Background: an optimization exercise with open tools, aiming at a short achievable clock period and few clock cycles. Do not read the settings as production practice. The RTL was checked by simulation tests, not by an equivalence proof against the original design. Power and IR drop assume default switching activity.

## flow/design.v

```verilog
`default_nettype none
package core_pkg;
    localparam int unsigned XLEN       = 32;
    localparam int unsigned REG_ADDR_W = 5;
    localparam logic [XLEN-1:0] RESET_PC = '0;
    localparam logic [6:0] OPC_OP_IMM = 7'b0010011;
    localparam logic [6:0] OPC_OP     = 7'b0110011;
    localparam logic [6:0] OPC_BRANCH = 7'b1100011;
    localparam logic [2:0] F3_ADD_SUB = 3'b000;
    localparam logic [2:0] F3_XOR     = 3'b100;
    localparam logic [2:0] F3_OR      = 3'b110;
    localparam logic [2:0] F3_AND     = 3'b111;
    localparam logic [2:0] F3_BEQ     = 3'b000;
    localparam logic [2:0] F3_BNE     = 3'b001;
    localparam logic [6:0] F7_SUB = 7'b0100000;
    localparam logic [XLEN-1:0] NOP_INSTR = 32'h0000_0013;
    typedef struct packed {
        logic [6:0]            funct7;
        logic [REG_ADDR_W-1:0] rs2;
        logic [REG_ADDR_W-1:0] rs1;
        logic [2:0]            funct3;
        logic [REG_ADDR_W-1:0] rd;
        logic [6:0]            opcode;
    } instr_r_s;
    typedef struct packed {
        logic [11:0]           imm_hi;
        logic [REG_ADDR_W-1:0] rs1;
        logic [2:0]            funct3;
        logic [4:0]            imm_lo;
        logic [6:0]            opcode;
    } instr_ib_s;
    typedef union packed {
        instr_r_s  r;
        instr_ib_s ib;
    } instr_u;
    typedef struct packed {
        logic            req;
        logic [XLEN-1:0] addr;
    } imem_req_s;
    typedef struct packed {
        logic            ack;
        logic [XLEN-1:0] instr;
    } imem_rsp_s;
    typedef struct packed {
        logic [XLEN-1:0] pc;
        logic [XLEN-1:0] instr;
    } fetch_entry_s;
    typedef struct packed {
        logic            valid;
        logic [XLEN-1:0] target;
    } redirect_s;
    typedef struct packed {
        logic [XLEN-1:0]       pc;
        logic [REG_ADDR_W-1:0] rd;
        logic [XLEN-1:0]       data;
    } retire_s;
endpackage
`default_nettype wire
`timescale 1ns/1ps
`default_nettype none
module core_top (
    input  logic        clk,
    input  logic        rst_n,
    input  logic        imem_ack_i,
    input  logic [31:0] imem_instr_i,
    input  logic        retire_ready_i,
    output logic        imem_req_o,
    output logic [31:0] imem_addr_o,
    output logic        retire_valid_o,
    output logic [31:0] retire_pc_o,
    output logic [4:0]  retire_rd_o,
    output logic [31:0] retire_data_o
);
    localparam int QD = 3;    
    localparam int RD = 8;    
    localparam int BK = 5;    
    localparam int NB = 1 << BK;
    localparam int SK = BK - 1;   
    localparam int PB = 12;   
    localparam int LK = 3;    
    localparam int NL = 1 << LK;
    localparam int LT = 10;   
    function automatic logic is_branch(input logic [31:0] w);
        is_branch = (w[6:0] == core_pkg::OPC_BRANCH) && (w[14:13] == 2'b00);
    endfunction
    function automatic logic [31:0] b_imm(input logic [31:0] w);
        b_imm = {{19{w[31]}}, w[31], w[7], w[30:25], w[11:8], 1'b0};
    endfunction
    function automatic logic pred_taken(input logic [31:0] w);
        logic same;
        same = (w[19:15] == w[24:20]);
        if (!is_branch(w))
            pred_taken = 1'b0;
        else if (same)
            pred_taken = ~w[12];
        else
            pred_taken = w[31] | w[12];
    endfunction
    function automatic logic [9:0] decode(input logic [31:0] w);
        logic op;
        logic addi;
        logic br;
        op = 1'b0;
        if (w[6:0] == core_pkg::OPC_OP) begin
            case (w[14:12])
                3'b000:                op = (w[31:25] == 7'd0) || (w[31:25] == core_pkg::F7_SUB);
                3'b100, 3'b110, 3'b111: op = (w[31:25] == 7'd0);
                default:               op = 1'b0;
            endcase
        end
        addi   = (w[6:0] == core_pkg::OPC_OP_IMM) && (w[14:12] == 3'b000);
        br     = is_branch(w);
        decode = {op, addi, br, op | br, (op | addi) & (w[11:7] != 5'd0),
                  op & (w[14:12] == 3'b000) & w[30],
                  w[14:12] == 3'b100, w[14:12] == 3'b110, w[14:12] == 3'b111,
                  w[12]};
    endfunction
    function automatic logic loop_br(input logic [31:0] w);
        loop_br = is_branch(w) && w[31] && (w[19:15] != w[24:20]);
    endfunction
    logic        req_q;
    logic [31:0] addr_q;
    logic [31:0] addr_n_q;    
    logic [31:0] addr_i;
    logic        stale_q;
    logic        pend_q;
    logic [31:0] pend_tgt_q;
    logic        f2_v_q;
    logic [31:0] f2_pc_q;
    logic        redir_q;
    logic [31:0] redir_tgt_q;
    logic [QD-1:0] qv_q;      
    logic        xfer;
    logic        f2_pt;
    logic [31:0] f2_tgt;
    logic        redirect;
    logic [31:0] rtgt;
    logic        push;
    logic        issue;
    logic [31:0] nxt;
    logic [NB-1:0]    btb_v_q;
    logic [PB-1:SK+2] btb_tag_q [0:NB-1];
    logic [NB/2-1:0]  btb_vic_q;      
    logic [BK-1:0]    bw_ent;
    logic [PB-1:2]    btb_tgt_q [0:NB-1];
    logic [31:PB]     page_q;
    logic [NB-1:0]    btb_sel;
    logic             hit;
    logic [PB-1:2]    hit_tgt;
    logic             bw_ok;
    logic [31:0]     pn;
    logic            f2_hit_q;
    logic            bw_set_q;
    logic            bw_clr_q;
    logic [31:0]     bw_pc_q;
    logic [31:0]     bw_tgt_q;
    logic            f2_pred;
    logic            f2_pred_q;
    logic            f2_ptk_q;
    logic            f2_lpb_q;
    logic [31:0]     f2_btgt_q;
    logic [31:0]     f2_pc4_q;
    logic            i_ptk;
    logic            i_lpb;
    logic            i_pred;
    logic [31:0]     i_btgt;
    logic [12:0]     i_blo;
    logic [31:0]     i_bimm;
    logic [31:12]    addr_hp1;
    logic [31:12]    addr_hm1;
    logic [31:0]     i_pc4;
    logic [9:0]      i_dec;
    logic            f2_fix;
    logic            took;
    logic [NL-1:0]   lp_a_q;      
    logic [NL-1:0]   lp_v_q;      
    logic [LT-1:0]   lp_tag_q  [0:NL-1];
    logic [3:0]      lp_trip_q [0:NL-1];
    logic [3:0]      lp_spec_q [0:NL-1];
    logic [3:0]      lp_com_q  [0:NL-1];
    logic [NL-1:0]   lpx_sel;
    logic            lpx;
    always_comb begin
        hit_tgt = '0;
        for (int i = 0; i < NB; i++) begin
            btb_sel[i] = btb_v_q[i] & (addr_i[SK+1:2] == SK'(i >> 1)) &
                         (btb_tag_q[i] == addr_i[PB-1:SK+2]);
            hit_tgt    = hit_tgt | (btb_tgt_q[i] & {(PB-2){btb_sel[i]}});
        end
    end
    assign hit = (|btb_sel) & (page_q == addr_i[31:PB]) & (addr_i[1:0] == 2'b00);
    always_comb begin
        for (int i = 0; i < NL; i++) begin
            lpx_sel[i] = lp_a_q[i] & lp_v_q[i] &
                         (lp_tag_q[i] == addr_i[LT+1:2]) &
                         (lp_spec_q[i] == lp_trip_q[i]);
        end
    end
    assign lpx  = |lpx_sel;
    assign took = hit & ~lpx;
    assign pn   = {i_pc4[31:PB], took ? hit_tgt : i_pc4[PB-1:2], addr_i[1:0]};
    assign addr_i   = ~addr_n_q;
    assign addr_hp1 = addr_i[31:12] + 20'd1;
    assign addr_hm1 = addr_i[31:12] - 20'd1;
    assign xfer     = req_q & imem_ack_i;
    assign i_ptk    = pred_taken(imem_instr_i);
    assign i_lpb    = loop_br(imem_instr_i);
    assign i_pred   = i_ptk & ~(i_lpb & lpx);
    assign i_bimm   = b_imm(imem_instr_i);
    assign i_blo    = {1'b0, addr_i[11:0]} + {1'b0, i_bimm[11:0]};
    assign i_btgt   = {(i_blo[12] == imem_instr_i[31]) ? addr_i[31:12] :
                       (imem_instr_i[31] ? addr_hm1 : addr_hp1), i_blo[11:0]};
    assign i_pc4    = addr_i + 32'd4;
    assign i_dec    = decode(imem_instr_i);
    assign f2_pred  = f2_pred_q;
    assign f2_tgt   = f2_pred ? f2_btgt_q : f2_pc4_q;
    assign f2_fix   = f2_v_q & (f2_pred ^ f2_hit_q) & ~redir_q;
    assign f2_pt    = f2_fix & f2_pred;
    assign redirect = redir_q | f2_fix;
    assign rtgt     = redir_q ? redir_tgt_q : f2_tgt;
    assign push     = xfer & ~stale_q & ~redirect;
    assign issue    = (~req_q | xfer) & (redir_q | ~qv_q[QD-2]);
    assign nxt      = (redirect | pend_q) ? (redirect ? rtgt : pend_tgt_q) : pn;
    always_ff @(posedge clk) begin
        if (!rst_n) begin
            req_q   <= 1'b1;
            addr_q  <= core_pkg::RESET_PC;
            addr_n_q <= ~core_pkg::RESET_PC;
            stale_q <= 1'b0;
            pend_q  <= 1'b0;
        end else if (issue) begin
            req_q   <= 1'b1;
            addr_q  <= nxt;
            addr_n_q <= ~nxt;
            stale_q <= 1'b0;
            pend_q  <= 1'b0;
        end else begin
            if (xfer) begin
                req_q <= 1'b0;
            end
            if (redirect | xfer) begin
                pend_q <= 1'b1;
            end
            if (redirect & req_q & ~xfer) begin
                stale_q <= 1'b1;
            end else if (xfer) begin
                stale_q <= 1'b0;
            end
        end
    end
    always_ff @(posedge clk) begin
        pend_tgt_q <= nxt;
    end
    always_ff @(posedge clk) begin
        if (!rst_n) begin
            f2_v_q <= 1'b0;
        end else begin
            f2_v_q <= push;
        end
        f2_pc_q   <= addr_i;
        f2_hit_q  <= took;
        f2_pred_q <= i_pred;
        f2_ptk_q  <= i_ptk;
        f2_lpb_q  <= i_lpb;
        f2_btgt_q <= i_btgt;
        f2_pc4_q  <= i_pc4;
    end
    always_ff @(posedge clk) begin
        if (!rst_n) begin
            bw_set_q <= 1'b0;
            bw_clr_q <= 1'b0;
        end else begin
            bw_set_q <= f2_pt;
            bw_clr_q <= f2_fix & ~f2_ptk_q;
        end
        bw_pc_q  <= f2_pc_q;
        bw_tgt_q <= f2_tgt;
    end
    assign bw_ok = bw_set_q & (bw_tgt_q[31:PB] == bw_pc_q[31:PB]) &
                   (bw_tgt_q[1:0] == 2'b00) & (bw_pc_q[1:0] == 2'b00) &
                   (bw_pc_q[PB-1:2] != '1);
    assign bw_ent = {bw_pc_q[SK+1:2], btb_vic_q[bw_pc_q[SK+1:2]]};
    always_ff @(posedge clk) begin
        if (!rst_n) begin
            btb_v_q   <= '0;
            btb_vic_q <= '0;
        end else if (bw_ok) begin
            if (page_q != bw_pc_q[31:PB]) begin
                btb_v_q <= '0;
            end
            btb_v_q[bw_ent]                <= 1'b1;
            btb_vic_q[bw_pc_q[SK+1:2]]     <= ~btb_vic_q[bw_pc_q[SK+1:2]];
        end else if (bw_clr_q) begin
            for (int i = 0; i < NB; i++) begin
                if (bw_pc_q[SK+1:2] == SK'(i >> 1) && btb_tag_q[i] == bw_pc_q[PB-1:SK+2]) begin
                    btb_v_q[i] <= 1'b0;
                end
            end
        end
    end
    always_ff @(posedge clk) begin
        if (bw_ok) begin
            page_q            <= bw_pc_q[31:PB];
            btb_tag_q[bw_ent] <= bw_pc_q[PB-1:SK+2];
            btb_tgt_q[bw_ent] <= bw_tgt_q[PB-1:2];
        end
    end
    assign imem_req_o  = req_q;
    assign imem_addr_o = addr_q;
    logic [31:0] q_pc  [0:QD-1];
    logic [31:0] q_ins [0:QD-1];
    logic        q_pred [0:QD-1];
    logic        q_lpa  [0:QD-1];
    logic [31:0] q_btgt [0:QD-1];
    logic [31:0] q_pc4  [0:QD-1];
    logic [9:0]  q_dec  [0:QD-1];
    logic          pop;
    logic [QD-1:0] qv_sh;
    assign qv_sh = pop ? {1'b0, qv_q[QD-1:1]} : qv_q;
    always_ff @(posedge clk) begin
        if (!rst_n || redir_q) begin
            qv_q <= '0;
        end else begin
            qv_q <= qv_sh | ({qv_sh[QD-2:0], 1'b1} & ~qv_sh & {QD{push}});
        end
    end
    always_ff @(posedge clk) begin
        for (int i = 0; i < QD; i++) begin
            if (pop && i < QD - 1 && qv_q[(i < QD - 1) ? i + 1 : i]) begin
                q_pc[i]  <= q_pc[(i < QD - 1) ? i + 1 : i];
                q_ins[i] <= q_ins[(i < QD - 1) ? i + 1 : i];
                q_pred[i] <= q_pred[(i < QD - 1) ? i + 1 : i];
                q_lpa[i]  <= q_lpa[(i < QD - 1) ? i + 1 : i];
                q_btgt[i] <= q_btgt[(i < QD - 1) ? i + 1 : i];
                q_pc4[i]  <= q_pc4[(i < QD - 1) ? i + 1 : i];
                q_dec[i]  <= q_dec[(i < QD - 1) ? i + 1 : i];
            end else if (pop || !qv_q[i]) begin
                q_pc[i]   <= addr_i;
                q_ins[i]  <= imem_instr_i;
                q_pred[i] <= i_pred;
                q_lpa[i]  <= i_lpb;
                q_btgt[i] <= i_btgt;
                q_pc4[i]  <= i_pc4;
                q_dec[i]  <= i_dec;
            end
        end
    end
    logic [31:0] regs [1:31];
    logic        w_v_q;
    logic [4:0]  w_rd_q;
    logic [31:0] w_data_q;
    logic [31:0] w_inv_q;
    logic [31:0] w_pc_q;
    logic        x_v_q;
    logic        x_wr_q;
    logic [4:0]  x_rd_q;
    logic [RD-1:0] rv_q;      
    logic [31:0] d_ins;
    logic [31:0] d_pc;
    logic [4:0]  d_rs1;
    logic [4:0]  d_rs2;
    logic [4:0]  d_rd;
    logic        d_is_op;
    logic        d_is_addi;
    logic        d_is_br;
    logic        d_use_rs2;
    logic        d_wr;
    logic [31:0] d_rf1;
    logic [31:0] d_rf2;
    logic [31:0] d_a;
    logic [31:0] d_b;
    logic        credit;
    assign d_ins  = q_ins[0];
    assign d_pc   = q_pc[0];
    assign d_rs1  = d_ins[19:15];
    assign d_rs2  = d_ins[24:20];
    assign d_rd   = d_ins[11:7];
    assign d_is_op   = q_dec[0][9];
    assign d_is_addi = q_dec[0][8];
    assign d_is_br   = q_dec[0][7];
    assign d_use_rs2 = q_dec[0][6];
    assign d_wr      = q_dec[0][5];
    assign d_rf1 = (d_rs1 == 5'd0) ? 32'd0 : regs[d_rs1];
    assign d_rf2 = (d_rs2 == 5'd0) ? 32'd0 : regs[d_rs2];
    assign d_a   = (w_v_q && w_rd_q == d_rs1) ? w_data_q : d_rf1;
    assign d_b   = ~d_use_rs2 ? {{20{d_ins[31]}}, d_ins[31:20]} :
                   (w_v_q && w_rd_q == d_rs2) ? w_data_q : d_rf2;
    assign credit = ~rv_q[RD-3];
    assign pop    = qv_q[0] & ~redir_q & credit;
    logic [31:0] x_a_q;
    logic [31:0] x_b_q;
    logic        x_byp_a_q;
    logic        x_byp_b_q;
    logic        x_sub_q;
    logic        x_xor_q;
    logic        x_or_q;
    logic        x_and_q;
    logic        x_br_q;
    logic        x_bne_q;
    logic        x_pred_q;
    logic        x_lpa_q;
    logic        d_sub;
    logic [31:0] x_pc_q;
    logic [31:0] x_rtgt_q;
    always_ff @(posedge clk) begin
        if (!rst_n) begin
            x_v_q <= 1'b0;
        end else begin
            x_v_q <= pop;
        end
        begin
            x_wr_q    <= d_wr;
            x_rd_q    <= d_rd;
            x_a_q     <= d_a;
            x_b_q     <= d_sub ? ~d_b : d_b;
            x_byp_a_q <= x_v_q & x_wr_q & (x_rd_q == d_rs1);
            x_byp_b_q <= d_use_rs2 & x_v_q & x_wr_q & (x_rd_q == d_rs2);
            x_sub_q   <= d_sub;
            x_arith_q <= ~(q_dec[0][3] | q_dec[0][2] | q_dec[0][1]);
            x_xor_q   <= q_dec[0][3];
            x_or_q    <= q_dec[0][2];
            x_and_q   <= q_dec[0][1];
            x_br_q    <= d_is_br;
            x_bne_q   <= q_dec[0][0];
            x_pred_q  <= q_pred[0];
            x_lpa_q   <= q_lpa[0];
            x_pc_q    <= d_pc;
            x_rtgt_q  <= q_pred[0] ? q_pc4[0] : q_btgt[0];
        end
    end
    logic [31:0] x_a;
    logic [31:0] x_b;
    logic [31:0] x_sum;
    logic [32:0] x_sum33;
    logic [31:0] x_res;
    logic [31:0] x_log;
    logic        x_arith_q;
    logic        x_taken;
    logic        x_mis;
    assign d_sub  = q_dec[0][4];
    assign x_a   = x_byp_a_q ? w_data_q : x_a_q;
    assign x_b   = x_byp_b_q ? (x_sub_q ? w_inv_q : w_data_q) : x_b_q;
    assign x_sum33 = {x_a, x_sub_q} + {x_b, x_sub_q};
    assign x_sum   = x_sum33[32:1];
    always_comb begin
        x_log = ({32{x_xor_q}} & (x_a ^ x_b)) |
                ({32{x_or_q}}  & (x_a | x_b)) |
                ({32{x_and_q}} & (x_a & x_b));
        x_res = x_arith_q ? x_sum : x_log;
    end
    assign x_taken = (x_a == x_b) ^ x_bne_q;
    assign x_mis   = x_v_q & x_br_q & (x_taken ^ x_pred_q) & ~redir_q;
    always_ff @(posedge clk) begin
        if (!rst_n) begin
            redir_q <= 1'b0;
            lu_v_q  <= 1'b0;
            w_v_q   <= 1'b0;
        end else begin
            redir_q <= x_mis;
            lu_v_q  <= x_v_q & x_br_q & x_lpa_q & ~redir_q;
            w_v_q   <= x_v_q & x_wr_q & ~redir_q;
        end
        redir_tgt_q <= x_rtgt_q;
        lu_taken_q  <= x_taken;
        lu_pc_q     <= x_pc_q;
        w_rd_q      <= x_rd_q;
        w_data_q    <= x_res;
        w_inv_q     <= ~x_res;
        w_pc_q      <= x_pc_q;
    end
    logic            lu_v_q;
    logic            lu_taken_q;
    logic [31:0]     lu_pc_q;
    logic [NL-1:0]   lp_a_d;
    logic [NL-1:0]   lp_v_d;
    logic [LT-1:0]   lp_tag_d  [0:NL-1];
    logic [3:0]      lp_trip_d [0:NL-1];
    logic [3:0]      lp_spec_d [0:NL-1];
    logic [3:0]      lp_com_d  [0:NL-1];
    logic [NL-1:0]   lu_hit;
    logic [NL-1:0]   f2_lhit;
    logic [LK-1:0]   lp_rr_q;     
    always_comb begin
        for (int i = 0; i < NL; i++) begin
            lu_hit[i]  = lp_a_q[i] & (lp_tag_q[i] == lu_pc_q[LT+1:2]);
            f2_lhit[i] = lp_a_q[i] & (lp_tag_q[i] == f2_pc_q[LT+1:2]);
        end
        for (int i = 0; i < NL; i++) begin
            lp_a_d[i]    = lp_a_q[i];
            lp_v_d[i]    = lp_v_q[i];
            lp_tag_d[i]  = lp_tag_q[i];
            lp_trip_d[i] = lp_trip_q[i];
            lp_spec_d[i] = lp_spec_q[i];
            lp_com_d[i]  = lp_com_q[i];
            if (f2_v_q && f2_lpb_q && f2_lhit[i]) begin
                lp_spec_d[i] = f2_pred ? lp_spec_q[i] + {3'd0, lp_spec_q[i] != 4'hf} : 4'd0;
            end
            if (lu_v_q && (lu_hit[i] || (lu_hit == '0 && lp_rr_q == LK'(i)))) begin
                if (lu_hit[i]) begin
                    if (lu_taken_q) begin
                        lp_com_d[i] = lp_com_q[i] + {3'd0, lp_com_q[i] != 4'hf};
                    end else begin
                        lp_trip_d[i] = lp_com_q[i];
                        lp_v_d[i]    = 1'b1;
                        lp_com_d[i]  = 4'd0;
                    end
                end else begin
                    lp_a_d[i]    = 1'b1;
                    lp_tag_d[i]  = lu_pc_q[LT+1:2];
                    lp_v_d[i]    = ~lu_taken_q;
                    lp_trip_d[i] = 4'd0;
                    lp_com_d[i]  = {3'd0, lu_taken_q};
                    lp_spec_d[i] = {3'd0, lu_taken_q};
                end
            end
            if (redir_q) begin
                lp_spec_d[i] = lp_com_d[i];
            end
        end
    end
    always_ff @(posedge clk) begin
        if (!rst_n) begin
            lp_a_q  <= '0;
            lp_v_q  <= '0;
            lp_rr_q <= '0;
        end else begin
            if (lu_v_q && lu_hit == '0) begin
                lp_rr_q <= lp_rr_q + 1'b1;
            end
            lp_a_q <= lp_a_d;
            lp_v_q <= lp_v_d;
        end
        for (int i = 0; i < NL; i++) begin
            lp_tag_q[i]  <= lp_tag_d[i];
            lp_trip_q[i] <= lp_trip_d[i];
            lp_spec_q[i] <= lp_spec_d[i];
            lp_com_q[i]  <= lp_com_d[i];
        end
    end
    always_ff @(posedge clk) begin
        if (w_v_q) begin
            regs[w_rd_q] <= w_data_q;
        end
    end
    logic [31:0] r_pc   [0:RD-1];
    logic [4:0]  r_rd   [0:RD-1];
    logic [31:0] r_data [0:RD-1];
    logic          rpop;
    logic [RD-1:0] rv_sh;
    assign rpop  = rv_q[0] & retire_ready_i;
    assign rv_sh = rpop ? {1'b0, rv_q[RD-1:1]} : rv_q;
    always_ff @(posedge clk) begin
        if (!rst_n) begin
            rv_q <= '0;
        end else begin
            rv_q <= rv_sh | ({rv_sh[RD-2:0], 1'b1} & ~rv_sh & {RD{w_v_q}});
        end
    end
    always_ff @(posedge clk) begin
        for (int i = 0; i < RD; i++) begin
            if (i == 0 && !rst_n) begin
                r_pc[i]   <= '0;
                r_rd[i]   <= '0;
                r_data[i] <= '0;
            end else if (rpop && i < RD - 1 && rv_q[(i < RD - 1) ? i + 1 : i]) begin
                r_pc[i]   <= r_pc[(i < RD - 1) ? i + 1 : i];
                r_rd[i]   <= r_rd[(i < RD - 1) ? i + 1 : i];
                r_data[i] <= r_data[(i < RD - 1) ? i + 1 : i];
            end else if (rpop || !rv_q[i]) begin
                r_pc[i]   <= w_pc_q;
                r_rd[i]   <= w_rd_q;
                r_data[i] <= w_data_q;
            end
        end
    end
    assign retire_valid_o = rv_q[0];
    assign retire_pc_o    = r_pc[0];
    assign retire_rd_o    = r_rd[0];
    assign retire_data_o  = r_data[0];
endmodule
`default_nettype wire
```

## flow/flow/run.sh

```bash
#!/bin/bash
set -euo pipefail
bash standard.sh SETUP_SLACK_MARGIN=6.8 finish > standard_flow.log 2>&1
```

## flow/standard.sh

```bash
#!/bin/bash
# synth_recipe.tcl (not shown) runs the flow's synth.tcl, then flattens the netlist and writes it again
# the make line also repeats each setting of config.mk as NAME=value (left out here)
make -C /OpenROAD-flow-scripts/flow DESIGN_CONFIG=/design/flow/config.mk WORK_HOME=/design/flow/orfs CLKGATE_MAP_FILE= SYNTH_SCRIPT=/design/flow/synth_recipe.tcl "${@:-finish}"
```

## flow/config.mk

```make
export PLATFORM = sky130hd
export DESIGN_NAME = core_top
export DESIGN_NICKNAME = core_top
export VERILOG_FILES = /design/flow/design.v
export SDC_FILE = /design/flow/constraint.sdc
export NUM_CORES = 4
export LEC_CHECK = 0
export ABC_CLOCK_PERIOD_IN_PS = 3500
export CAP_MARGIN = 20
export CORE_MARGIN = 2
export CORE_UTILIZATION = 52
export PLACE_DENSITY = 0.65
export SLEW_MARGIN = 20
```

## flow/constraint.sdc

```tcl
create_clock -name core_clock -period 10.0 [get_ports {clk}]
set_input_delay 2.0000 -clock core_clock [delete_from_list [all_inputs] [get_ports {clk}]]
set_output_delay 2.0000 -clock core_clock [all_outputs]
set_load 0.01 [all_outputs]
```

==> metrics.md, run 1 <==
| Metric | Value |
|---|---|
| Hold Path End | `w_pc_q[27]` |
| Slew @ Worst Pin | `1160 ps` |
| Outcome | `no timing/DRC/antenna violations` |
| DRT antenna net count | `0` |
| Layout cells sized above 1 | `29.2%` |
| Cells after synthesis | `9730` |
| P_leak | `60.9 nW` |
| Min-Delay Path Class | `flop to flop` |
| Final setup TNS | `0 ps` |
| Max-slew headroom | `22.4%` |
| Avg WL per Cell | `31.1 um` |
| TritonRoute pass-1 iters | `8` |
| Flop-to-flop setup slack | `6400 ps` |
| Synth Register Bits | `between 3000 and 4000` |
| Fin nets | `about 10000` |
| Post-Route WL | `between 400000 and 500000 um` |
| Min Tclk post-route | `around 3600 ps` |
| Die height | `526 um` |
| Worst setup EP type | `flop` |
| Total CTS buffers | `340` |
| Area contributors post-synth | `edfxtp_1 (53%), dfxtp_1 (11%), mux4_2 (8.8%)` |
| Pin count of the biggest net entering global routing | `133` |
| Post-synth top area cell | `edfxtp_1` |
| Initial antenna violation count | `9` |
| Final period utilization | `36.1%` |
| Clock latency (worst-skew pair) | `980 ps` |
| Required time of the critical path | `10640 ps` |
| Via count | `about 91000` |
| Final Hold Viols | `0` |
| Core area | `271000 um2` |
| Multi-input logic area | `51700 um2` |
| Post-DP Area | `148000 um2` |
| Number of max-cap violations | `0` |
| Switching part of the total | `between 20% and 30%` |
| Ports | `139` |
| TritonCTS clock tree | `yes` |
| Yosys Warn Count | `19` |
| Capture point of the worst reg-to-reg path | `w_inv_q[31]` |
| Fmax | `0.277 GHz` |
| First-pass GRT wire length | `620000 um` |
| Final instance area | `168000 um2` |
| Most common cell in the netlist | `edfxtp_1` |
| Vias in the first global route | `88700` |
| Crit Path Class | `primary input to flop` |
| Area of the die | `277000 um2` |
| Switching power | `9.81 mW` |
| Worst path arrival time | `4250 ps` |
| H-tree depth | `5` |
| Distinct cells, synth | `101` |
| Post-synth EDFFs | `roughly 2500` |
| Port Buffers | `around 140` |
| Detailed Route Iter0 Violations | `11200` |
| Internal power | `26.5 mW` |
| Power density over the cells | `216 nW/um2` |
| Part of the power in combinational logic | `16.4%` |
| Worst-path clk slew | `roughly 60 ps` |
| Final setup vio count | `0` |
| Async set-reset flop share out of synthesis | `0%` |
| Worst Hold Path Cells | `0` |
| Syn_area_per_cell | `about 15 um2` |
| DP Wirelength | `240000 um` |
| Ys flop type | `edfxtp_1` |
| Sequential share of power | `48.5%` |
| Die Wd | `526 um` |
| Sinks on the clock net | `3261` |
| Clock buffer depth | `4` |
| Core Rows | `roughly 190` |
| RSZ-0062 raised after global routing | `yes` |
| GRT overflow | `0` |
| Critical R2R Launch | `x_sub_q` |
| Peak supply drop | `~0.18 mV` |
| Seq. cell area | `90700 um2` |
| Share of the synthesized area in the top cell type | `52.9%` |
| Crit Path Max Fanout | `6` |
| Gr usage total | `30.6%` |
| Final Wtd Congestion | `0.876` |
| Vias per inst | `6.44` |
| Initial core utilization | `52.3%` |
| CTS Root Cell | `clkbuf_16` |
| Mapped Area | `142000 um2` |
| Register area share after synthesis | `63.7%` |
| Max Slew Vio Count | `0` |
| Clock power share | `a little over a third` |
| Post-route DRC | `0` |
| Final setup skew | `99.2 ps` |
| Commonest cells post-synth | `edfxtp_1 (2494), dfxtp_1 (767), nand2_1 (659)` |
| Synth Net Count | `between 9000 and 10000` |
| Area delta synth->final | `18.6%` |
| Number of fill cells | `19600` |
| R2R depth | `13` |
| Worst hold start | `x_pc_q[27]` |
| Startpoint types | `primary input` |
-- worst max-delay path, stage by stage --
cell	delay [ps]
buf_16	130
buf_6	120
ha_4	210
a211o_1	310
and3_1	160
a22o_1	230
a211oi_2	290
nand2b_4	200
o21ai_2	50
a211o_1	270
a41oi_2	190
a21oi_1	100
-- cell families after synthesis --
| family | synth area share, % |
|---|---|
| fa+ha+maj | 1.32 |
| flops | 63.7 |
| mux | 14.4 |
| simple gates | 6.33 |
| xor+xnor | 5.20 |
| buf+inv | 2.61 |
| compound gates | 6.47 |
-- registers in the layout (all words and copies together), names as in the netlist, 40 cells and up, named ones only --
| name | count |
|---|---|
| regs | 992 |
| btb_tgt_q | 320 |
| lp_tag_q | 80 |
| r_data | 256 |
| r_rd | 40 |
| q_btgt | 93 |
| q_pc | 90 |
| r_pc | 256 |
| q_ins | 68 |
| q_pc4 | 96 |
| btb_tag_q | 192 |
-- power by group through the flow --
| stage | logic (mW) | clock network, mW | registers, mW |
|---|---|---|---|
| final | 5.96 | 12.7 | 17.7 |
| after global routing | 6.29 | 13.4 | 17.8 |
| after CTS | 5.46 | 12.8 | 17.7 |
| after detailed placement | 4.36 | 0 | 18.2 |
| after global placement | 4.26 | 0 | 18.1 |
| after floorplan | 3.12 | 0 | 17.6 |
-- routing by layer --
metal | up-vias | track usage, % | wire, um
li1 | 38000 | - | -
met1 | 46700 | 42.0 | 171000
met2 | 5047 | 48.5 | 204000
met3 | 1044 | 5.43 | 42600
met4 | 6 | 12.3 | 20200
met5 | - | 0 | 116
-- cell usage in the layout, fill, tap and decap left out, types with 204 or more instances in the layout --
master     count
buf_4        400
inv_1        237
a21oi_1      360
xnor2_1      363
dfxtp_1      587
nor2_1       438
edfxtp_1    2494
xor2_1       453
buf_6        204
nand2_1      618
mux2_2       518
mux4_2       554
clkbuf_16    368
-- worst max-delay path by stage --
stage                           startpoint             to  slack, ps  depth (start not counted)
after floorplan            imem_instr_i[8]  q_btgt[1][11]       5930                         11
after global placement     imem_instr_i[9]  q_btgt[1][22]       4390                         11
after detailed placement   imem_instr_i[9]  q_btgt[1][22]       4330                         11
after CTS                            req_q     imem_req_o       6460                          1
after global routing      imem_instr_i[31]  q_btgt[0][29]       6300                         12
final                     imem_instr_i[31]  q_btgt[1][29]       6390                         12
-- what timing repair did --
item	in CTS	in global routing
hold buffers	0	0
resized for setup	1216	284
endpoints found under the setup margin	3198	959
endpoints found under the hold margin	0	0
buffers inserted	252	159
pin swaps	153	131
cloned	25	15
-- metrics by stage --
stage	std cells	power [mW]	hold WS (ps)	utilization (%)	setup slack [ps]
after global placement	13000	22.4	310	54.7	4390
after floorplan	9730	20.7	310	-	5930
final	14100	36.4	290	62.1	6390
after global routing	14100	37.4	322	62.1	6300
after CTS	13900	36.0	305	60.9	6460
after detailed placement	13000	22.5	312	54.7	4330
-- layout make-up --
class	instances	share of cell area, %
diodes	5	0.00745
clock buffers	465	5.74
clock inverters	164	0.923
inverters	270	0.644
multi-input cells	5570	30.8
flip-flops and latches	3261	54.0
well taps	3570	2.66
repair buffers	784	5.30
Testbench counts, summed over its fixed seeds: cycles 32,624.
==> run 2, diff against run 1 <==
--- a/flow/config.mk
+++ b/flow/config.mk
@@ -9,5 +9,5 @@
 export CAP_MARGIN = 20
 export CORE_MARGIN = 2
-export CORE_UTILIZATION = 52
-export PLACE_DENSITY = 0.65
+export CORE_UTILIZATION = 46
+export PLACE_DENSITY = 0.6
 export SLEW_MARGIN = 20
==> run 2 against run 1 <==
Net effect: first-iteration DRC count decreased by 5.5%; sequential power about the same; total power about the same; sequential share of layout area decreased by 0.25 points; critical path type unchanged; largest cell class unchanged; largest power group unchanged.
==> metrics.md, run 2 <==
| Metric | Value |
|---|---|
| Cells after synthesis | `9730 (unchanged)` |
| Vias per inst | `6.18 (-4.0%)` |
| Async set-reset flop share out of synthesis | `0% (unchanged)` |
| Min-Delay Path Class | `flop to flop` |
| Total CTS buffers | `343 (+0.88%)` |
| Final instance area | `169000 um2 (+0.46%)` |
| DP Wirelength | `250000 um (+4.0%)` |
| P_leak | `61.0 nW (+0.27%)` |
| Power density over the cells | `215 nW/um2 (-0.51%)` |
| RSZ-0062 raised after global routing | `yes` |
| Via count | `90300 (-0.47%)` |
| GRT overflow | `0 (unchanged)` |
| Port Buffers | `138 (unchanged)` |
| Commonest cells post-synth | `edfxtp_1 (2494), dfxtp_1 (767), nand2_1 (659)` |
| Ports | `139 (unchanged)` |
| Hold Path End | `redir_tgt_q[23]` |
| Critical-path top delay cell | `or3b_4` |
| Most Used Layer, Global Route | `met2` |
| Capture point of the worst reg-to-reg path | `w_inv_q[31]` |
| First-pass GRT wire length | `637000 um (+2.7%)` |
| Post-Route WL | `450000 um (+2.8%)` |
| Required time of the critical path | `10610 ps (-30 ps)` |
| Syn_area_per_cell | `14.6 um2 (unchanged)` |
| Core Rows | `203 (+6.3%)` |
| Max reg flops | `992 (unchanged)` |
| Pin count of the biggest net entering global routing | `128 (-3.8%)` |
| Avg WL per Cell | `30.8 um (-0.89%)` |
| Final setup skew | `128 ps (+29.1 ps)` |
| Die Wd | `559 um (+6.3%)` |
| Met3 usage | `4.39% (-1.0 points)` |
| Critical R2R Launch | `x_byp_b_q` |
| Gr usage total | `28.1% (-2.5 points)` |
| Clock latency (worst-skew pair) | `970 ps (about the same)` |
| Fmax | `0.270 GHz (-2.8%)` |
| Largest reg by FF count | `regs` |
| WP buf/inv | `4 (+2)` |
| Biggest regs | `regs (992), btb_tgt_q (320)` |
| Outcome | `no timing/DRC/antenna violations` |
| TritonCTS clock tree | `yes` |
| Synth Net Count | `9914 (unchanged)` |
| Synth Register Bits | `3261 (unchanged)` |
| Sinks on the clock net | `3261 (unchanged)` |
| DRT antenna net count | `0 (unchanged)` |
| Most frequent cells in the layout | `edfxtp_1 (2494), nand2_1 (614), dfxtp_1 (587), mux4_2 (554), mux2_2 (522)` |
| Ys flop type | `edfxtp_1` |
| Min Tclk post-route | `3710 ps (+102 ps)` |
| Crit path largest cell delay | `420 ps (+110 ps)` |
| Number of max-cap violations | `0 (unchanged)` |
| Die height | `559 um (+6.3%)` |
| Worst hold start | `x_rtgt_q[23]` |
| Slew @ Worst Pin | `1200 ps (+42.9 ps)` |
| Worst Hold Path Cells | `0 (unchanged)` |
| Max Slew Vio Count | `0 (unchanged)` |
| Cell family with most CP delay | `compound AO/OA/AOI/OAI gates` |
| Crit Path Max Fanout | `5 (-1)` |
| Post-synth EDFFs | `2494 (unchanged)` |
| Area of the die | `312000 um2 (+13%)` |
| Worst setup EP type | `flop` |
| Final Hold Viols | `0 (unchanged)` |
| Register area share after synthesis | `63.7% (unchanged)` |
| Layout cells sized above 1 | `29.3% (+0.047 points)` |
| Post-CTS Hold Buffers | `0 (unchanged)` |
| Startpoint types | `primary input` |
| Initial core utilization | `46.3% (-6.0 points)` |
| Core area | `306000 um2 (+13%)` |
| Initial antenna violation count | `16 (+7)` |
| Max-slew headroom | `19.6% (-2.7 points)` |
| Number of fill cells | `24200 (+23%)` |
| CTS Root Cell | `clkbuf_16` |
| Final setup vio count | `0 (unchanged)` |
| Met1 GRT Util | `39.4% (-2.6 points)` |
| Fin nets | `10400 (-0.096%)` |
| Final period utilization | `37.1% (+1.0 points)` |
| Peak supply drop | `0.210 mV (+16%)` |
| Most common cell in the netlist | `edfxtp_1` |
| Area contributors post-synth | `edfxtp_1 (53%), dfxtp_1 (11%), mux4_2 (8.8%)` |
| Mapped Area | `142000 um2 (unchanged)` |
| Yosys Warn Count | `19 (unchanged)` |
| Post-route DRC | `0 (unchanged)` |
| R2R depth | `13 (unchanged)` |
| Vias in the first global route | `88600 (-0.018%)` |
| Clock buffer depth | `4 (unchanged)` |
| Final Wtd Congestion | `0.879 (+0.34%)` |
| Detailed Route Iter0 Violations | `10600 (-5.5%)` |
| Post-synth top area cell | `edfxtp_1` |
| Post-DP Area | `149000 um2 (+0.57%)` |
| Distinct cells, synth | `101 (unchanged)` |
| Final setup TNS | `0 ps (unchanged)` |
| GR met2 Demand/Resource | `44.6% (-3.9 points)` |
| Worst-path clk slew | `60 ps (about the same)` |
| Worst-path cell chain | `buf_8 > buf_12 > buf_12 > buf_6 > ha_4 > o21a_1 > o31ai_4 > a21oi_4 > a211oi_2 > or3b_4 > nand3_2 > nand3_2 > xnor2_2 > a21oi_1` |
| H-tree depth | `5 (unchanged)` |
| Crit Path Class | `primary input to flop` |
| Worst path arrival time | `4320 ps (+70 ps)` |
| Flop-to-flop setup slack | `6410 ps (about the same)` |
| Share of the synthesized area in the top cell type | `52.9% (unchanged)` |
| TritonRoute pass-1 iters | `6 (-2)` |
| Area delta synth->final | `19.2%` |
| Most common cell after layout, fill and taps aside | `edfxtp_1` |
==> run 2: changes by cell type in the layout (fill, tap and decap cells not counted), sizes merged, moves of 2 or more <==
cell | previous run | this run
inv | 275 | 273
dlymetal6s2s | 1 | 7
clkbuf | 482 | 473
bufbuf | 10 | 16
diode | 5 | 9
bufinv | 18 | 25
clkinv | 124 | 126
clkdlybuf4s50 | 20 | 15
clkinvlp | 17 | 13
buf | 733 | 722
==> run 2: worst max path at each step <==
stage / to / from / cells after the start / slack (ps)
finish: q_btgt[1][31] / imem_instr_i[31] / 14 / 6290
CTS: q_btgt[0][29] / imem_instr_i[31] / 13 / 6290
global route: q_btgt[0][29] / imem_instr_i[31] / 13 / 6220
detailed placement: q_btgt[0][22] / imem_instr_i[9] / 11 / 4410
floorplan: q_btgt[1][11] / imem_instr_i[8] / 11 / 5930
global placement: q_btgt[0][22] / imem_instr_i[9] / 11 / 4490
==> run 2: metal layers <==
| layer | routed length (um) | share of wire [%] |
|---|---|---|
| met5 | 33 | 0.0073 |
| met4 | 19000 | 4.2 |
| met3 | 39800 | 8.9 |
| met2 | 208000 | 46 |
| met1 | 183000 | 41 |
==> run 2: layout make-up <==
type	instances	area, um2	area share [%]
flip-flops and latches	3261	90700	53.7
multi-input cells	5571	51700	30.6
diodes	9	22.5	0.0133
well taps	4100	5130	3.04
clock inverters	167	1720	1.02
clock buffers	465	9510	5.64
inverters	270	1080	0.640
repair buffers	770	9010	5.34
==> run 2: stage by stage <==
stage               std cells  hold slack [ps]  power [mW]  util [%]  setup slack [ps]
floorplan                9730              310        20.7         -              5930
global placement        13500              310        22.5      48.6              4490
detailed placement      13600              312        22.6      48.6              4410
CTS                     14500              298        36.1      54.5              6290
global route            14600              302        37.5      55.1              6220
finish                  14600              289        36.3      55.2              6290
==> run 2: repair_timing <==
action	in CTS	in global routing
pin swaps	192	113
gates cloned	33	7
setup buffers	281	101
endpoints found under the setup margin	2463	1103
hold endpoints to repair	0	0
gates resized for setup	1299	237
==> run 2: cells by family after synthesis <==
kind of cell,Yosys count,synth area share (%)
compound gates,1397,6.47
xor+xnor,840,5.20
fa+ha+maj,148,1.32
buf+inv,907,2.61
flops,3261,63.7
mux,1272,14.4
simple gates,1905,6.33
==> run 2: report_power, final <==
part           total, mW  internal [mW]  switching (mW)
sequential          17.8           16.7            1.10
combinational       5.76           2.52            3.24
clock               12.8           7.36            5.46
total               36.3           26.6            9.79
==> run 3, diff against run 2 <==
--- a/flow/config.mk
+++ b/flow/config.mk
@@ -9,5 +9,5 @@
 export CAP_MARGIN = 20
 export CORE_MARGIN = 2
-export CORE_UTILIZATION = 46
-export PLACE_DENSITY = 0.6
+export CORE_UTILIZATION = 55
+export PLACE_DENSITY = 0.68
 export SLEW_MARGIN = 20
==> run 3 against run 2 <==
Net effect: still clean on timing, DRC and antenna; total power fell by 0.44%; routed wire length fell by 2.8%; sequential cell count did not move; utilization rose by 10 points; non-clock buffer count fell by 29; hold slack improved by 7.3 ps; setup slack improved by 98 ps; register-to-register slack got worse by 20 ps; synthesized cell count did not move; clock skew fell by 52 ps; global-route usage rose by 4.1 points; critical path depth fell by 1; critical endpoint is now w_inv_q[31]; largest cell class unchanged; largest power group unchanged.
==> metrics.md, run 3 <==
| Metric | Value |
|---|---|
| Outcome | `no timing/DRC/antenna violations` |
| CTS Root Cell | `clkbuf_16` |
| Port Buffers | `138 (unchanged)` |
| Worst Hold Path Cells | `0 (unchanged)` |
| Synth Net Count | `9914 (unchanged)` |
| Sequential share of power | `49.3% (+0.4 points)` |
| Most frequent cells in the layout | `edfxtp_1 (2494), nand2_1 (616), dfxtp_1 (582), mux4_2 (554), mux2_2 (521)` |
| Max reg flops | `992 (unchanged)` |
| Yosys Warn Count | `19 (unchanged)` |
| Startpoint types | `flop` |
| Post-synth EDFFs | `2494 (unchanged)` |
| Layout cells sized above 1 | `28.9% (-0.39 points)` |
| RSZ-0062 raised after global routing | `yes` |
| Total CTS buffers | `339 (-1.2%)` |
| Crit path largest cell delay | `440 ps (+20 ps)` |
| Final instance area | `168000 um2 (-0.76%)` |
| Crit Path Max Fanout | `8 (+3)` |
| Worst Setup SP | `x_sub_q` |
| Max Slew Vio Count | `0 (unchanged)` |
| Worst setup EP type | `flop` |
| Worst-path cell chain | `buf_4 > buf_16 > inv_1 > fa_2 > nand3b_1 > a21oi_4 > o2111ai_4 > a211oi_2 > o21ai_2 > a311oi_2 > a41oi_2 > and3_4 > or3_1` |
| Post-layout util | `65.3% (+10 points)` |
| Final setup TNS | `0 ps (unchanged)` |
| Critical R2R Launch | `x_sub_q` |
| Gr usage total | `32.2% (+4.1 points)` |
| TritonRoute pass-1 iters | `6 (unchanged)` |
| Hold Path End | `redir_tgt_q[14]` |
| Switching power | `9.73 mW (-0.57%)` |
| Die height | `511 um (-8.5%)` |
| Min-Delay Path Class | `flop to flop` |
| Ys flop type | `edfxtp_1` |
| Most common cell after layout, fill and taps aside | `edfxtp_1` |
| Hold slack | `296 ps (+7.32 ps)` |
| Part of the power in combinational logic | `16.0% (+0.2 points)` |
| P_leak | `60.8 nW (-0.43%)` |
| Fin nets | `10400 (-0.28%)` |
| First-pass GRT wire length | `619000 um (-2.9%)` |
| Vias per inst | `6.62 (+7.2%)` |
| Ports | `139 (unchanged)` |
| Max-slew headroom | `27.1% (+7.5 points)` |
| Capture point of the worst reg-to-reg path | `w_inv_q[31]` |
| Placed cell count | `12800 (-5.4%)` |
| Commonest cells post-synth | `edfxtp_1 (2494), dfxtp_1 (767), nand2_1 (659)` |
| Core Rows | `186 (-8.4%)` |
| Power density over the cells | `216 nW/um2 (+0.32%)` |
| Via count | `91800 (+1.7%)` |
| Area contributors post-synth | `edfxtp_1 (53%), dfxtp_1 (11%), mux4_2 (8.8%)` |
| Detailed Route Iter0 Violations | `12900 (+22%)` |
| Post-synth top area cell | `edfxtp_1` |
| Layout Cells excl Fill | `13900 (-5.1%)` |
| Crit Path Class | `flop to flop` |
| Die Wd | `511 um (-8.5%)` |
| Final Hold Viols | `0 (unchanged)` |
| Clock buffer depth | `4 (unchanged)` |
| Avg WL per Cell | `31.5 um (+2.4%)` |
| Biggest regs | `regs (992), btb_tgt_q (320)` |
| Mapped Area | `142000 um2 (unchanged)` |
| DP Wirelength | `237000 um (-5.1%)` |
| Synth Register Bits | `3261 (unchanged)` |
| Clock power share | `34.7% (-0.6 points)` |
| Cells after synthesis | `9730 (unchanged)` |
| Worst hold start | `x_rtgt_q[14]` |
| Largest reg by FF count | `regs` |
| Area delta synth->final | `18.3%` |
| Core area | `256000 um2 (-16%)` |
| DRT antenna net count | `0 (unchanged)` |
| Number of max-cap violations | `0 (unchanged)` |
| Area of the die | `262000 um2 (-16%)` |
| H-tree depth | `5 (unchanged)` |
| Initial antenna violation count | `29 (+13)` |
| Post-DP Area | `148000 um2 (-0.72%)` |
| Final Wtd Congestion | `0.904 (+2.8%)` |
| Distinct cells, synth | `101 (unchanged)` |
| Worst setup margin | `6390 ps (+97.6 ps)` |
| Post-route DRC | `0 (unchanged)` |
| Final setup skew | `76.7 ps (-51.6 ps)` |
| Final period utilization | `36.1% (-0.98 points)` |
| Pin count of the biggest net entering global routing | `85 (-34%)` |
| Min Tclk post-route | `3610 ps (-97.6 ps)` |
| Required time of the critical path | `10740 ps (+130 ps)` |
| Worst path arrival time | `4350 ps (+30 ps)` |
| Share of the synthesized area in the top cell type | `52.9% (unchanged)` |
| Worst-path clk slew | `60 ps (about the same)` |
| Register area share after synthesis | `63.7% (unchanged)` |
| TritonCTS clock tree | `yes` |
| Power Total | `36.2 mW (-0.44%)` |
| Syn_area_per_cell | `14.6 um2 (unchanged)` |
| Clock latency (worst-skew pair) | `920 ps (-50 ps)` |
| Peak supply drop | `0.213 mV (+1.5%)` |
| Switching part of the total | `26.9% (-0.034 points)` |
| Initial core utilization | `55.2% (+8.9 points)` |
| Number of fill cells | `17600 (-27%)` |
| Sinks on the clock net | `3261 (unchanged)` |
| R2R depth | `13 (unchanged)` |
| Flop-to-flop setup slack | `6390 ps (-20 ps)` |
| Pre-CTS setup slack | `4560 ps (+154 ps)` |
| Internal power | `26.5 mW (-0.39%)` |
| Post-Route WL | `437000 um (-2.8%)` |
| Slew @ Worst Pin | `1090 ps (-111 ps)` |
| Fmax | `0.277 GHz (+2.7%)` |
| GRT overflow | `0 (unchanged)` |
| Most common cell in the netlist | `edfxtp_1` |
| Async set-reset flop share out of synthesis | `0% (unchanged)` |
| Vias in the first global route | `89500 (+0.99%)` |
| Critical-path top delay cell | `dfxtp_4` |
| Final setup vio count | `0 (unchanged)` |
run 3: per-layer routing:
layer / track usage, % / up-vias / wire, um
li1: - / 37900 / -
met1: 46.4 / 46900 / 171000
met2: 48.6 / 5862 / 195000
met3: 6.08 / 1101 / 50400
met4: 12.8 / 16 / 21200
met5: 0.0913 / - / 195
run 3: final cells by class:
| type | count | area, um2 | share of cell area (%) |
|---|---|---|---|
| Clock buffer | 465 | 9580 | 5.72 |
| Timing Repair Buffer | 741 | 8840 | 5.28 |
| Antenna cell | 14 | 35.0 | 0.0209 |
| Multi-Input combinational cell | 5575 | 51600 | 30.8 |
| Inverter | 270 | 1080 | 0.646 |
| Sequential cell | 3261 | 90700 | 54.1 |
| Clock inverter | 155 | 1430 | 0.851 |
| Tap cell | 3384 | 4230 | 2.53 |
run 3: power groups by stage:
stage               registers (mW)  clock network [mW]  logic, mW
global route                  17.9                13.2       6.09
global placement              18.1                   0       4.25
CTS                           17.8                12.7       5.42
detailed placement            18.2                   0       4.35
floorplan                     17.6                   0       3.12
finish                        17.8                12.6       5.79
run 3: cell families after synthesis:
family / after synthesis / synth area share, %
flip-flops: 3261 / 63.7
AND/OR/NAND/NOR: 1905 / 6.33
AO/OA/AOI/OAI: 1397 / 6.47
multiplexers: 1272 / 14.4
buffers and inverters: 907 / 2.61
XOR/XNOR: 840 / 5.20
adder cells (fa/ha/maj): 148 / 1.32
run 3: worst max-delay path, delay by kind of cell, from the launching register on:
family                     cells  cell delay [ps]
buffers and inverters          3              400
DFF                            1              440
AOI/OAI and AO/OA              6             1460
and+or+nand+nor                3              780
adders and majority gates      1              380
run 3: timing repair:
item / CTS / global route
pin swaps: 187 / 118
gates cloned: 36 / 13
setup endpoints to repair: 2891 / 1543
hold buffers: 0 / 0
buffers inserted: 236 / 129
gates resized for setup: 1199 / 296
run 3: worst max path at each step:
stage | endpoint | slack, ps
after global routing | w_inv_q[31] | 6320
final | w_inv_q[31] | 6390
after floorplan | q_btgt[1][11] | 5930
after detailed placement | q_btgt[1][15] | 4560
after global placement | q_btgt[0][15] | 4570
after CTS | r_data[7][15] | 6440
==> run 4, diff against run 3 <==
--- a/flow/design.v
+++ b/flow/design.v
@@ -173,4 +173,8 @@
     logic            f2_fix;
     logic            took;
+    logic            la_hit_q;    
+    logic            la_lpx_q;    
+    logic [PB-1:2]   la_tgt_q;    
+    logic [31:0]     seq_q;       
     logic [NL-1:0]   lp_a_q;      
     logic [NL-1:0]   lp_v_q;      
@@ -181,23 +185,23 @@
     logic [NL-1:0]   lpx_sel;
     logic            lpx;
+    assign took = la_hit_q & ~la_lpx_q;
+    assign pn   = {seq_q[31:PB], took ? la_tgt_q : seq_q[PB-1:2], seq_q[1:0]};
     always_comb begin
         hit_tgt = '0;
         for (int i = 0; i < NB; i++) begin
-            btb_sel[i] = btb_v_q[i] & (addr_i[SK+1:2] == SK'(i >> 1)) &
-                         (btb_tag_q[i] == addr_i[PB-1:SK+2]);
+            btb_sel[i] = btb_v_q[i] & (pn[SK+1:2] == SK'(i >> 1)) &
+                         (btb_tag_q[i] == pn[PB-1:SK+2]);
             hit_tgt    = hit_tgt | (btb_tgt_q[i] & {(PB-2){btb_sel[i]}});
         end
     end
-    assign hit = (|btb_sel) & (page_q == addr_i[31:PB]) & (addr_i[1:0] == 2'b00);
+    assign hit = (|btb_sel) & (page_q == pn[31:PB]) & (pn[1:0] == 2'b00);
     always_comb begin
         for (int i = 0; i < NL; i++) begin
             lpx_sel[i] = lp_a_q[i] & lp_v_q[i] &
-                         (lp_tag_q[i] == addr_i[LT+1:2]) &
+                         (lp_tag_q[i] == pn[LT+1:2]) &
                          (lp_spec_q[i] == lp_trip_q[i]);
         end
     end
     assign lpx  = |lpx_sel;
-    assign took = hit & ~lpx;
-    assign pn   = {i_pc4[31:PB], took ? hit_tgt : i_pc4[PB-1:2], addr_i[1:0]};
     assign addr_i   = ~addr_n_q;
     assign addr_hp1 = addr_i[31:12] + 20'd1;
@@ -206,10 +210,10 @@
     assign i_ptk    = pred_taken(imem_instr_i);
     assign i_lpb    = loop_br(imem_instr_i);
-    assign i_pred   = i_ptk & ~(i_lpb & lpx);
+    assign i_pred   = i_ptk & ~(i_lpb & la_lpx_q);
     assign i_bimm   = b_imm(imem_instr_i);
     assign i_blo    = {1'b0, addr_i[11:0]} + {1'b0, i_bimm[11:0]};
     assign i_btgt   = {(i_blo[12] == imem_instr_i[31]) ? addr_i[31:12] :
                        (imem_instr_i[31] ? addr_hm1 : addr_hp1), i_blo[11:0]};
-    assign i_pc4    = addr_i + 32'd4;
+    assign i_pc4    = seq_q;
     assign i_dec    = decode(imem_instr_i);
     assign f2_pred  = f2_pred_q;
@@ -227,4 +231,7 @@
             addr_q  <= core_pkg::RESET_PC;
             addr_n_q <= ~core_pkg::RESET_PC;
+            seq_q   <= core_pkg::RESET_PC + 32'd4;
+            la_hit_q <= 1'b0;
+            la_lpx_q <= 1'b0;
             stale_q <= 1'b0;
             pend_q  <= 1'b0;
@@ -233,4 +240,7 @@
             addr_q  <= nxt;
             addr_n_q <= ~nxt;
+            seq_q   <= nxt + 32'd4;
+            la_hit_q <= hit & ~(redirect | pend_q);
+            la_lpx_q <= lpx & ~(redirect | pend_q);
             stale_q <= 1'b0;
             pend_q  <= 1'b0;
@@ -249,4 +259,9 @@
         end
     end
+    always_ff @(posedge clk) begin
+        if (issue) begin
+            la_tgt_q <= hit_tgt;
+        end
+    end
     always_ff @(posedge clk) begin
         pend_tgt_q <= nxt;
--- a/flow/config.mk
+++ b/flow/config.mk
@@ -9,5 +9,5 @@
 export CAP_MARGIN = 20
 export CORE_MARGIN = 2
-export CORE_UTILIZATION = 55
-export PLACE_DENSITY = 0.68
+export CORE_UTILIZATION = 52
+export PLACE_DENSITY = 0.65
 export SLEW_MARGIN = 20
==> run 4 against run 3 <==
Net effect: clock skew down 5.6 ps; synthesized cell count up 3.4%; sequential cell count up 49; routed wire length up 6.0%.
==> metrics.md, run 4 <==
| Metric | Value |
|---|---|
| Outcome | `no timing/DRC/antenna violations` |
| First-pass GRT wire length | `649000 um (+4.8%)` |
| Min-Delay Path Class | `flop to flop` |
| Final setup skew | `71.1 ps (-5.59 ps)` |
| Number of max-cap violations | `0 (unchanged)` |
| Clock buffer depth | `4 (unchanged)` |
| Critical-path top delay cell | `or3_4` |
| Initial antenna violation count | `29 (unchanged)` |
| Ys flop type | `edfxtp_1` |
| Crit Path Class | `primary input to flop` |
| Distinct cells, synth | `86 (-15%)` |
| Post-synth EDFFs | `2510 (+0.64%)` |
| Post-Route WL | `464000 um (+6.0%)` |
| Die height | `530 um (+3.7%)` |
| Register area share after synthesis | `63.4% (-0.28 points)` |
| Mapped Area | `144000 um2 (+1.7%)` |
| Commonest cells post-synth | `edfxtp_1 (2510), nand2_1 (864), dfxtp_1 (800)` |
| Die Wd | `530 um (+3.7%)` |
| Pin count of the biggest net entering global routing | `124 (+46%)` |
| Worst-path clk slew | `70 ps (about the same)` |
| Final Wtd Congestion | `0.899 (-0.61%)` |
| Vias in the first global route | `91000 (+1.6%)` |
| H-tree depth | `5 (unchanged)` |
| Core Rows | `193 (+3.8%)` |
| Avg WL per Cell | `31.8 um (+0.73%)` |
| Layout cells sized above 1 | `29.5% (+0.62 points)` |
| Most common cell in the netlist | `edfxtp_1` |
| Fmax | `0.274 GHz (-1.2%)` |
| Core area | `276000 um2 (+7.6%)` |
| Final setup TNS | `0 ps (unchanged)` |
| Crit Path Max Fanout | `6 (-2)` |
| Initial core utilization | `52.2% (-3.0 points)` |
| Biggest regs | `regs (992), btb_tgt_q (320)` |
| Crit path largest cell delay | `450 ps (about the same)` |
| Vias per inst | `6.46 (-2.5%)` |
| Largest reg by FF count | `regs` |
| Synth Net Count | `10200 (+3.3%)` |
| Most frequent CP cell | `a21o_1` |
| Final period utilization | `36.6% (+0.43 points)` |
| Worst setup EP type | `flop` |
| Max reg flops | `992 (unchanged)` |
| Share of the synthesized area in the top cell type | `52.3% (-0.56 points)` |
| Most common cell after layout, fill and taps aside | `edfxtp_1` |
| Required time of the critical path | `10710 ps (-30 ps)` |
| Async set-reset flop share out of synthesis | `0% (unchanged)` |
| DRT antenna net count | `0 (unchanged)` |
| Gr usage total | `31.9% (-0.34 points)` |
| Power density over the cells | `224 nW/um2 (+3.9%)` |
| Clock latency (worst-skew pair) | `970 ps (+50 ps)` |
| Final Hold Viols | `0 (unchanged)` |
| Port Buffers | `138 (unchanged)` |
| GRT overflow | `0 (unchanged)` |
| TritonRoute pass-1 iters | `7 (+1)` |
| TritonCTS clock tree | `yes` |
| Crit path depth | `11 (-2)` |
| Peak supply drop | `0.170 mV (-20%)` |
| Min Tclk post-route | `3660 ps (+42.7 ps)` |
| Post-synth top area cell | `edfxtp_1` |
| Flop-to-flop setup slack | `6360 ps (-30 ps)` |
| Area contributors post-synth | `edfxtp_1 (52%), dfxtp_1 (11%), mux4_2 (8.8%)` |
| Slew @ Worst Pin | `1310 ps (+217 ps)` |
| Placed cell count | `13400 (+4.9%)` |
| Layout Cells excl Fill | `14600 (+5.3%)` |
| Sinks on the clock net | `3310 (+1.5%)` |
| Cells after synthesis | `10100 (+3.4%)` |
| P_leak | `62.8 nW (+3.4%)` |
| Worst-path cell chain | `buf_12 > ha_4 > a21o_1 > a21o_1 > a21oi_2 > o21a_1 > o211a_4 > or3_4 > and2_4 > mux2i_4 > mux2_4` |
| Critical R2R Launch | `x_sub_q` |
| Hold Path End | `redir_tgt_q[8]` |
| Via count | `94200 (+2.6%)` |
| Ports | `139 (unchanged)` |
| RSZ-0062 raised after global routing | `yes` |
| Worst hold start | `x_rtgt_q[8]` |
| Max-slew headroom | `12.6% (-14 points)` |
| Area of the die | `281000 um2 (+7.5%)` |
| CTS Root Cell | `clkbuf_16` |
| Max Slew Vio Count | `0 (unchanged)` |
| Startpoint types | `primary input` |
| Total CTS buffers | `345 (+1.8%)` |
| Cell family with most CP delay | `compound AO/OA/AOI/OAI gates` |
| DP Wirelength | `251000 um (+5.9%)` |
| Synth Register Bits | `3310 (+1.5%)` |
| Fin nets | `10800 (+3.8%)` |
| Worst path arrival time | `4360 ps (about the same)` |
| Worst Hold Path Cells | `0 (unchanged)` |
| Capture point of the worst reg-to-reg path | `w_inv_q[31]` |
| WP buf/inv | `1 (-2)` |
| Syn_area_per_cell | `14.3 um2 (-1.6%)` |
| Most frequent cells in the layout | `edfxtp_1 (2510), nand2_1 (823), dfxtp_1 (628), mux4_2 (561), mux2_2 (514)` |
| Yosys Warn Count | `19 (unchanged)` |
| Detailed Route Iter0 Violations | `12600 (-2.1%)` |
| R2R depth | `17 (+4)` |
| Area delta synth->final | `20.0%` |
| Post-route DRC | `0 (unchanged)` |
| Final setup vio count | `0 (unchanged)` |
==> run 4: cell types whose count changed after synthesis, moves of 26 or more <==
| cell | before | now |
|---|---|---|
| a21oi_1 | 408 | 456 |
| a22o_1 | 70 | 44 |
| a22oi_1 | 159 | 211 |
| and3_1 | 25 | 54 |
| buf_1 | 128 | 159 |
| buf_2 | 82 | 44 |
| dfxtp_1 | 767 | 800 |
| nand2_1 | 659 | 864 |
| nand3b_1 | 16 | 42 |
| nand4_1 | 142 | 102 |
| o21ai_1 | 44 | 2 |
| xnor2_1 | 382 | 538 |
| xor2_1 | 457 | 296 |
==> run 4: metrics by stage <==
stage,hold slack [ps],util (%),setup slack [ps],power (mW),area [um2]
CTS,299,61.5,6380,38.3,170000
detailed placement,312,54.3,3710,24.0,150000
global placement,310,54.3,3730,23.8,150000
global route,312,62.6,6300,39.9,173000
floorplan,310,-,5700,21.8,145000
finish,299,62.6,6340,38.8,173000
==> run 4: worst max-delay path by stage <==
| stage | from | to | slack (ps) |
|---|---|---|---|
| 5_1_grt | x_sub_q | w_inv_q[31] | 6300 |
| 3_5_place_dp | imem_instr_i[31] | q_btgt[0][30] | 3710 |
| 2_1_floorplan | imem_instr_i[9] | q_btgt[0][26] | 5700 |
| 4_1_cts | imem_instr_i[9] | q_btgt[1][20] | 6380 |
| 6_report | imem_instr_i[9] | q_btgt[1][20] | 6340 |
| 3_3_place_gp | imem_instr_i[31] | q_btgt[1][30] | 3730 |
==> run 4: cells by family (layout without fill, tap and decap cells) <==
family	count (synthesis)	in the layout	share of synthesized area [%]
multiplexers	1294	1294	14.3
AND/OR/NAND/NOR	2157	2166	6.92
other	0	13	0
adder cells (fa/ha/maj)	145	145	1.28
XOR/XNOR	835	835	5.08
flip-flops	3310	3310	63.4
AO/OA/AOI/OAI	1414	1415	6.38
buffers and inverters	904	1710	2.56
==> run 4: timing repair <==
item / in CTS / in global routing
setup endpoints to repair: 3125 / 1215
buffers inserted: 335 / 112
hold buffers: 0 / 0
pin swaps: 230 / 180
cloned: 43 / 15
gates resized for setup: 1462 / 363
==> run 4: where the power goes <==
group	switching (mW)	leakage [nW]	internal, mW
sequential	1.27	31.4	17.2
clock	5.55	5.62	7.61
combinational	4.03	25.8	3.16
==> run 4: area by class of cell <==
| type | count | area (um2) |
|---|---|---|
| Antenna cell | 13 | 32.5 |
| Clock buffer | 472 | 9580 |
| Clock inverter | 165 | 1950 |
| Fill cell | 19800 | 103000 |
| Inverter | 249 | 991 |
| Multi-Input combinational cell | 5855 | 53600 |
| Sequential cell | 3310 | 91800 |
| Tap cell | 3705 | 4640 |
| Timing Repair Buffer | 822 | 10200 |
| Timing Repair inverter | 2 | 17.5 |
==> run 4: per-layer routing <==
metal / share of wire [%] / vias to the layer above / global-route usage (%)
met1: 39 / 48000 / 43.9
met2: 45 / 5754 / 49.0
li1: - / 39200 / -
met5: 0.019 / - / 0
met4: 5.7 / 12 / 15.3
met3: 11 / 1312 / 5.94
Testbench counts of run 4, summed over its fixed seeds: cycles 32,637.
==> run 5, diff against run 4 <==
--- a/flow/config.mk
+++ b/flow/config.mk
@@ -9,5 +9,5 @@
 export CAP_MARGIN = 20
 export CORE_MARGIN = 2
-export CORE_UTILIZATION = 52
-export PLACE_DENSITY = 0.65
+export CORE_UTILIZATION = 46
+export PLACE_DENSITY = 0.6
 export SLEW_MARGIN = 20
==> run 5 against run 4 <==
Net effect: still clean; critical path depth is 1 higher; clock power hardly changed; sequential power hardly changed; total power is 0.30% higher; register-to-register slack better by 140 ps; final cell count is 3.3% higher; count of clock-buffer cells in the layout is 14 higher; routed wire length is 1.5% higher; fmax is 0.69% lower; area after synthesis stayed put; highest routed layer unchanged.
==> metrics.md, run 5 <==
| Metric | Value |
|---|---|
| Outcome | `no timing/DRC/antenna violations` |
| Post-synth EDFFs | `2510 (unchanged)` |
| Switching part of the total | `27.8% (-0.19 points)` |
| RSZ-0062 raised after global routing | `yes` |
| Via count | `92600 (-1.7%)` |
| Required time of the critical path | `10680 ps (-30 ps)` |
| Peak supply drop | `0.142 mV (-17%)` |
| Sequential share of power | `47.6% (about the same)` |
| Biggest regs | `regs (992), btb_tgt_q (320)` |
| Most frequent CP cell | `o21a_1` |
| Part of the power in combinational logic | `17.8% (-0.7 points)` |
| Area contributors post-synth | `edfxtp_1 (52%), dfxtp_1 (11%), mux4_2 (8.8%)` |
| Max Slew Vio Count | `0 (unchanged)` |
| Synth Register Bits | `3310 (unchanged)` |
| Initial antenna violation count | `28 (-3.4%)` |
| Vias per inst | `6.14 (-4.9%)` |
| Most common cell after layout, fill and taps aside | `edfxtp_1` |
| Post-synthesis xor/xnor area fraction | `5.08% (unchanged)` |
| Post-synthesis adder-cell area fraction | `1.28% (unchanged)` |
| Clock latency (worst-skew pair) | `950 ps (-20 ps)` |
| P_leak | `62.9 nW (+0.13%)` |
| DRT antenna net count | `0 (unchanged)` |
| Crit Path Class | `primary input to flop` |
| Largest family of logic cells by synthesized area | `multiplexers` |
| Post-Route WL | `471000 um (+1.5%)` |
| Avg WL per Cell | `31.2 um (-1.8%)` |
| TritonCTS clock tree | `yes` |
| Register area share after synthesis | `63.4% (unchanged)` |
| Initial core utilization | `46.2% (-6.0 points)` |
| Final setup TNS | `0 ps (unchanged)` |
| Crit path largest cell delay | `530 ps (+80 ps)` |
| Clock buffer depth | `4 (unchanged)` |
| Power Total | `38.9 mW (+0.30%)` |
| Pre-CTS setup slack | `4260 ps (+544 ps)` |
| Clock power share | `34.7% (+0.8 points)` |
| Min Tclk post-route | `3680 ps (+25.6 ps)` |
| Sinks on the clock net | `3310 (unchanged)` |
| Final setup vio count | `0 (unchanged)` |
| Detailed Route Iter0 Violations | `11200 (-12%)` |
| Layout Cells excl Fill | `15100 (+3.3%)` |
| Ports | `139 (unchanged)` |
| Ys flop type | `edfxtp_1` |
| Number of max-cap violations | `0 (unchanged)` |
| Synth Area in Simple Gates | `6.92% (unchanged)` |
| Placed cell count | `13900 (+3.3%)` |
| Gr usage total | `28.6% (-3.3 points)` |
| Final period utilization | `36.8% (+0.26 points)` |
| Worst setup EP type | `flop` |
| Distinct cells, synth | `86 (unchanged)` |
| First-pass GRT wire length | `658000 um (+1.4%)` |
| Final Hold Viols | `0 (unchanged)` |
| DP Wirelength | `263000 um (+4.9%)` |
| Post-route DRC | `0 (unchanged)` |
| Die Wd | `564 um (+6.3%)` |
| Critical-path top delay cell | `or4_4` |
| Final setup skew | `55.1 ps (-16.0 ps)` |
| Worst-path clk slew | `60 ps (about the same)` |
| Synth Net Count | `10200 (unchanged)` |
| Async set-reset flop share out of synthesis | `0% (unchanged)` |
| Port Buffers | `138 (unchanged)` |
| Min-Delay Path Class | `flop to flop` |
| Cells after synthesis | `10100 (unchanged)` |
| Vias in the first global route | `91200 (+0.20%)` |
| Core area | `312000 um2 (+13%)` |
| Power density over the cells | `224 nW/um2 (about the same)` |
| CTS Root Cell | `clkbuf_16` |
| Worst path arrival time | `4360 ps (about the same)` |
| Post-synth top area cell | `edfxtp_1` |
| Most frequent cells in the layout | `edfxtp_1 (2510), nand2_1 (823), dfxtp_1 (624), mux4_2 (561), mux2_2 (511)` |
| Crit Path Max Fanout | `4 (-2)` |
| Total CTS buffers | `350 (+1.4%)` |
-- run 5: cell families after synthesis --
kind of cell	Yosys count
flip-flops	3310
AND/OR/NAND/NOR	2157
AO/OA/AOI/OAI	1414
multiplexers	1294
buffers and inverters	904
XOR/XNOR	835
adder cells (fa/ha/maj)	145
-- run 5: worst paths after layout --
kind / start / depth (start not counted) / slack (ps) / endpoint
worst max-delay path: imem_instr_i[31] / 12 / 6320 / q_btgt[0][29]
worst min-delay path: x_rtgt_q[26] / 0 / 310 / redir_tgt_q[26]
worst min register to register: x_rtgt_q[26] / 0 / 310 / redir_tgt_q[26]
worst max register to register: x_byp_b_q / 16 / 6500 / w_data_q[30]
-- run 5: what timing repair did --
item / 4_1_cts / 5_1_grt
cloned: 34 / 17
pin swaps: 234 / 201
endpoints found under the setup margin: 2782 / 921
hold endpoints to repair: 0 / 0
resized for setup: 1444 / 378
buffers inserted: 339 / 137
hold buffers: 0 / 0
-- run 5: power by group through the flow --
stage / logic (mW) / registers [mW] / clock network [mW]
finish: 6.91 / 18.5 / 13.5
global route: 7.33 / 18.6 / 14.2
CTS: 6.33 / 18.5 / 13.6
detailed placement: 5.09 / 19.0 / 0
global placement: 5.01 / 18.9 / 0
floorplan: 3.72 / 18.1 / 0
-- run 5: layout make-up --
class | count | area [um2]
fill | 24400 | 138000
sequential | 3310 | 91900
multi-input combinational | 5853 | 53300
timing repair buffer | 858 | 10300
clock buffer | 486 | 10000
tap | 4140 | 5180
clock inverter | 168 | 1890
inverter | 249 | 990
antenna | 17 | 42.5
-- run 5: metal layers --
layer / part of all wire (%) / routed length (um) / GRT usage (%) / vias to the layer above
met4: 4.5 / 20900 / 10.9 / 6
met1: 40 / 186000 / 38.7 / 47500
li1: - / - / - / 39200
met3: 9.4 / 44000 / 5.37 / 1033
met5: 0.0085 / 40 / 0 / -
met2: 47 / 219000 / 45.9 / 4920
-- run 5: critical path: cells and delay by family --
kind | cells | cell delay, ps
AO/OA/AOI/OAI | 7 | 1230
AND/OR/NAND/NOR | 2 | 650
buffers and inverters | 2 | 270
adder cells (fa/ha/maj) | 1 | 210
-- run 5: per-stage QoR --
stage	cell area [um2]	hold WS, ps
after floorplan	145000	310
after global placement	150000	310
after detailed placement	151000	312
after CTS	170000	313
after global routing	173000	313
final	173000	305

Re-timed with assumed drivers on the ports (clkbuf_16 on the clock, buf_2 on other inputs), run 5 has 6.304 ns of setup slack against 6.319 ns with ideal ports, and 5.267 ns once port delays also move by the mid clock arrival of 1.038 ns.
